Context: an optimization exercise on an open-source flow, tuned for small area, a short achievable clock period and few clock cycles per item. The choices shown serve that exercise and are no tape-out recipe.
RTL that was checked went through simulation tests only; none was proved equivalent to the original.
Power figures rest on the tool's default switching activity, not on a simulated workload.

==> flow/design.v (excerpt) <==
module de1soc_top (
    input  logic        clock,
    input  logic        reset,
    input  logic [31:0] in_data,
    input  logic        in_valid,
    output logic        upstream_stall,
    output logic [31:0] out_data,
    output logic        out_valid,
    input  logic        downstream_stall
);
    localparam int CH = 10;
    logic        a_v, a_soft, a_last;
    logic [17:0] a_s;
    logic        take;
    assign take = in_valid && !upstream_stall;
    always_ff @(posedge clock) begin
        a_v    <= !reset && take && !in_data[31];
        a_soft <= !reset && take && in_data[31];
        a_last <= in_data[30];
        a_s    <= in_data[17:0];
    end
    logic        b_v, b_soft, b_last;
    logic [17:0] b_s;
    logic [4:0]  b_idx;      
    logic        nf;         
    always_ff @(posedge clock) begin
        b_v    <= !reset && a_v;
        b_soft <= !reset && a_soft;
        b_last <= a_last;
        b_s    <= a_s;
  ...
export LEC_CHECK = 0
export ABC_CLOCK_PERIOD_IN_PS = 4000
export CAP_MARGIN = 20
export CORE_MARGIN = 2
export CORE_UTILIZATION = 40
export SLEW_MARGIN = 20
create_clock -name core_clock -period 16.0 [get_ports {clock}]
run.sh (not shown) runs the stock make flow with config.mk's settings and CLKGATE_MAP_FILE= SYNTH_SCRIPT=/design/flow/synth_recipe.tcl, a recipe that flattens the netlist after the stock synthesis.
Rerun with:
ABC_CLOCK_PERIOD_IN_PS = 7000   (was 4000)
Sequential share of layout area does not change.
Wire length is unchanged.
Global-route usage does not change.
Cell count stays the same.
Sequential power stays flat.
Cell area stays the same.
Total power does not change.
Non-clock buffer count does not change.
No run of this note included a check of the RTL's function; only the layout flow was run.

---

de1soc_top, a different RTL version from the one above (not shown whole).
Size: ~4100 cells after synthesis, roughly 70 I/O pins, ~42000 sq um of cells after synthesis.
make LEC_CHECK=0 CAP_MARGIN=20 CORE_MARGIN=2 CORE_UTILIZATION=40 SLEW_MARGIN=20 finish   # period 16.0 ns
Edit:
Settings changed: ABC_CLOCK_PERIOD_IN_PS from default to 4000.
=> Fmax does not change. Register-to-register slack barely changes. Synthesized cell count does not change. Cell count does not change. Worst hold slack does not change. First-iteration DRC count does not change. Routed wire length does not change. Global-route usage stays the same.
No run of this note included a check of the RTL's function; only the layout flow was run.

---

Another version of the RTL of de1soc_top (not shown whole).
Size in the first run: ~740 flip-flops, roughly 70 I/O pins, roughly 0.042 sq mm of cells after synthesis.
clock: 16.0 ns
lec_check: 0
cap_margin: 20
core_margin: 2
core_utilization: 55
cts_cluster_diameter: 70
cts_cluster_size: 25
slew_margin: 20
standard.sh (not shown) runs the stock make flow with config.mk's settings and CLKGATE_MAP_FILE= SYNTH_SCRIPT=/design/flow/synth_recipe.tcl, a recipe that flattens the netlist after the stock synthesis.
==> flow/flow/run.sh <==
#!/bin/bash
# The standard layout (standard.sh), except that timing repair aims for
# 11.7 ns of setup slack on the 16 ns clock (paths of about 4.3 ns) instead of 0,
# and the port buffers are buf_4 cells rather than the flow's default pick.
# The make output goes to flow_make.log; ORFS keeps each step's log under
# orfs/logs/.
set -euo pipefail
bash standard.sh SETUP_SLACK_MARGIN=11.7 'BUFFER_PORTS_ARGS=-buffer_cell sky130_fd_sc_hd__buf_4' finish > flow_make.log 2>&1
Testbench counts at the start, summed over its fixed seeds: cycles 14,504, frames 512.
Rerun with:
--- a/flow/config.mk
+++ b/flow/config.mk
@@ -6,8 +6,8 @@
 export NUM_CORES = 4
 export LEC_CHECK = 0
-export CAP_MARGIN = 20
+export CAP_MARGIN = 5
 export CORE_MARGIN = 2
-export CORE_UTILIZATION = 55
+export CORE_UTILIZATION = 40
 export CTS_CLUSTER_DIAMETER = 70
 export CTS_CLUSTER_SIZE = 25
-export SLEW_MARGIN = 20
+export SLEW_MARGIN = 5
Effect:
- cell area rose by 0.68%
- area after synthesis does not change
- power is lower by 2.3%
- sequential power is lower by about 2%
- non-clock buffer count rose by 4
- hold slack improved by 0.0050 ns
- clock-buffer cell count came out lower by 6
- setup slack gets worse by 0.024 ns
Rerun with:
--- a/flow/config.mk
+++ b/flow/config.mk
@@ -6,8 +6,8 @@
 export NUM_CORES = 4
 export LEC_CHECK = 0
-export CAP_MARGIN = 5
+export CAP_MARGIN = 20
 export CORE_MARGIN = 2
 export CORE_UTILIZATION = 40
 export CTS_CLUSTER_DIAMETER = 70
 export CTS_CLUSTER_SIZE = 25
-export SLEW_MARGIN = 5
+export SLEW_MARGIN = 20
The changed run finished with timing, DRC and antenna clean.
Setup slack hardly moves.
Clock power barely changes.
First-iteration DRC count decreases by 0.67%.
Core utilization hardly moves.
Sequential power barely changes.

---

de1soc_top, a different RTL version from the one above (not shown whole).
Size: roughly 720 flip-flops.
Settings: LEC_CHECK=0, CAP_MARGIN=20, CORE_MARGIN=2, CORE_UTILIZATION=70, CTS_CLUSTER_DIAMETER=70, CTS_CLUSTER_SIZE=25, SLEW_MARGIN=20; clock period 16.0 ns.
==> flow/flow/run.sh <==
#!/bin/bash
# The standard layout (standard.sh), except that timing repair aims for
# 12.2 ns of setup slack on the 16 ns clock (paths of about 3.8 ns) instead of 0,
# and the port buffers are buf_4 cells rather than the flow's default pick.
# The make output goes to flow_make.log; ORFS keeps each step's log under
# orfs/logs/.
set -euo pipefail
bash standard.sh SETUP_SLACK_MARGIN=12.2 'BUFFER_PORTS_ARGS=-buffer_cell sky130_fd_sc_hd__buf_4' finish > flow_make.log 2>&1
Testbench counts at the start, summed over its fixed seeds: cycles 14,504, frames 512.
Change:
==> flow/flow/run.sh (replaced) <==
#!/bin/bash
# The standard layout (standard.sh), except that timing repair aims for
# 11.7 ns of setup slack on the 16 ns clock (paths of about 4.3 ns) instead of 0,
# and the port buffers are buf_4 cells rather than the flow's default pick.
# The make output goes to flow_make.log; ORFS keeps each step's log under
# orfs/logs/.
set -euo pipefail
bash standard.sh SETUP_SLACK_MARGIN=11.7 'BUFFER_PORTS_ARGS=-buffer_cell sky130_fd_sc_hd__buf_4' finish > flow_make.log 2>&1
CORE_UTILIZATION = 40   (was 70)
Outcome:
- via count drops by 6.4%
- wire length went down by 4.8%
- die area grows by 74%
Change:
CORE_UTILIZATION = 65   (was 40)
Area after synthesis is unchanged.
Synthesized cell count is unchanged.
Power drops slightly.
Change:
CORE_UTILIZATION = 75   (was 65)
=>
- final cell count goes down by about 2.3%
- count of clock-buffer cells in the layout goes down by 6
- core utilization goes up by 11 points
- wire length goes up by about 11%
- final area goes down by about 0.7%
- setup slack barely changes

-- afterwards: timing with drivers on the ports --
The results above use ideal ports. As a check the final layouts listed here were re-extracted and re-timed, cells and wires unchanged. Step 1 sets driving cells, clkbuf_16 on the clock port and buf_2 on the other inputs (assumed; they add their load-dependent delay and slew). Step 2 moves the port delays by t, midway between the first and last clock arrival at a register: inputs arrive t later, outputs are due t later. That takes back most of the time a late clock gives input paths. Slacks: ideal / step 1 / step 2; pairs: ideal / step 1.
| run | t (ns) | setup WS [ns] | worst setup path at the end |
|---|---|---|---|
| the first run of note 1 | 0.686 | 7.597 / 7.638 / 6.952 | input to register |
| the second run of note 1 | 0.686 | 7.597 / 7.638 / 6.952 | input to register |
| the first run of note 2 | 0.691 | 8.662 / 8.662 / 8.662 | register to register |
| the second run of note 2 | 0.691 | 8.662 / 8.662 / 8.662 | register to register |
| the first run of note 3 | 0.678 | 11.563 / 11.493 / 11.167 | input to register |
| the second run of note 3 | 0.680 | 11.540 / 11.473 / 11.235 | input to register |
| the third run of note 3 | 0.680 | 11.539 / 11.473 / 11.233 | input to register |
| the first run of note 4 | 0.675 | 11.529 / 11.463 / 11.625 | input to register |
| the second run of note 4 | 0.696 | 11.526 / 11.458 / 11.229 | input to register |
| the third run of note 4 | 0.672 | 11.530 / 11.463 / 11.271 | input to register |
| the fourth run of note 4 | 0.689 | 11.527 / 11.461 / 11.172 | input to register |
After both steps every run listed still meets setup and hold.
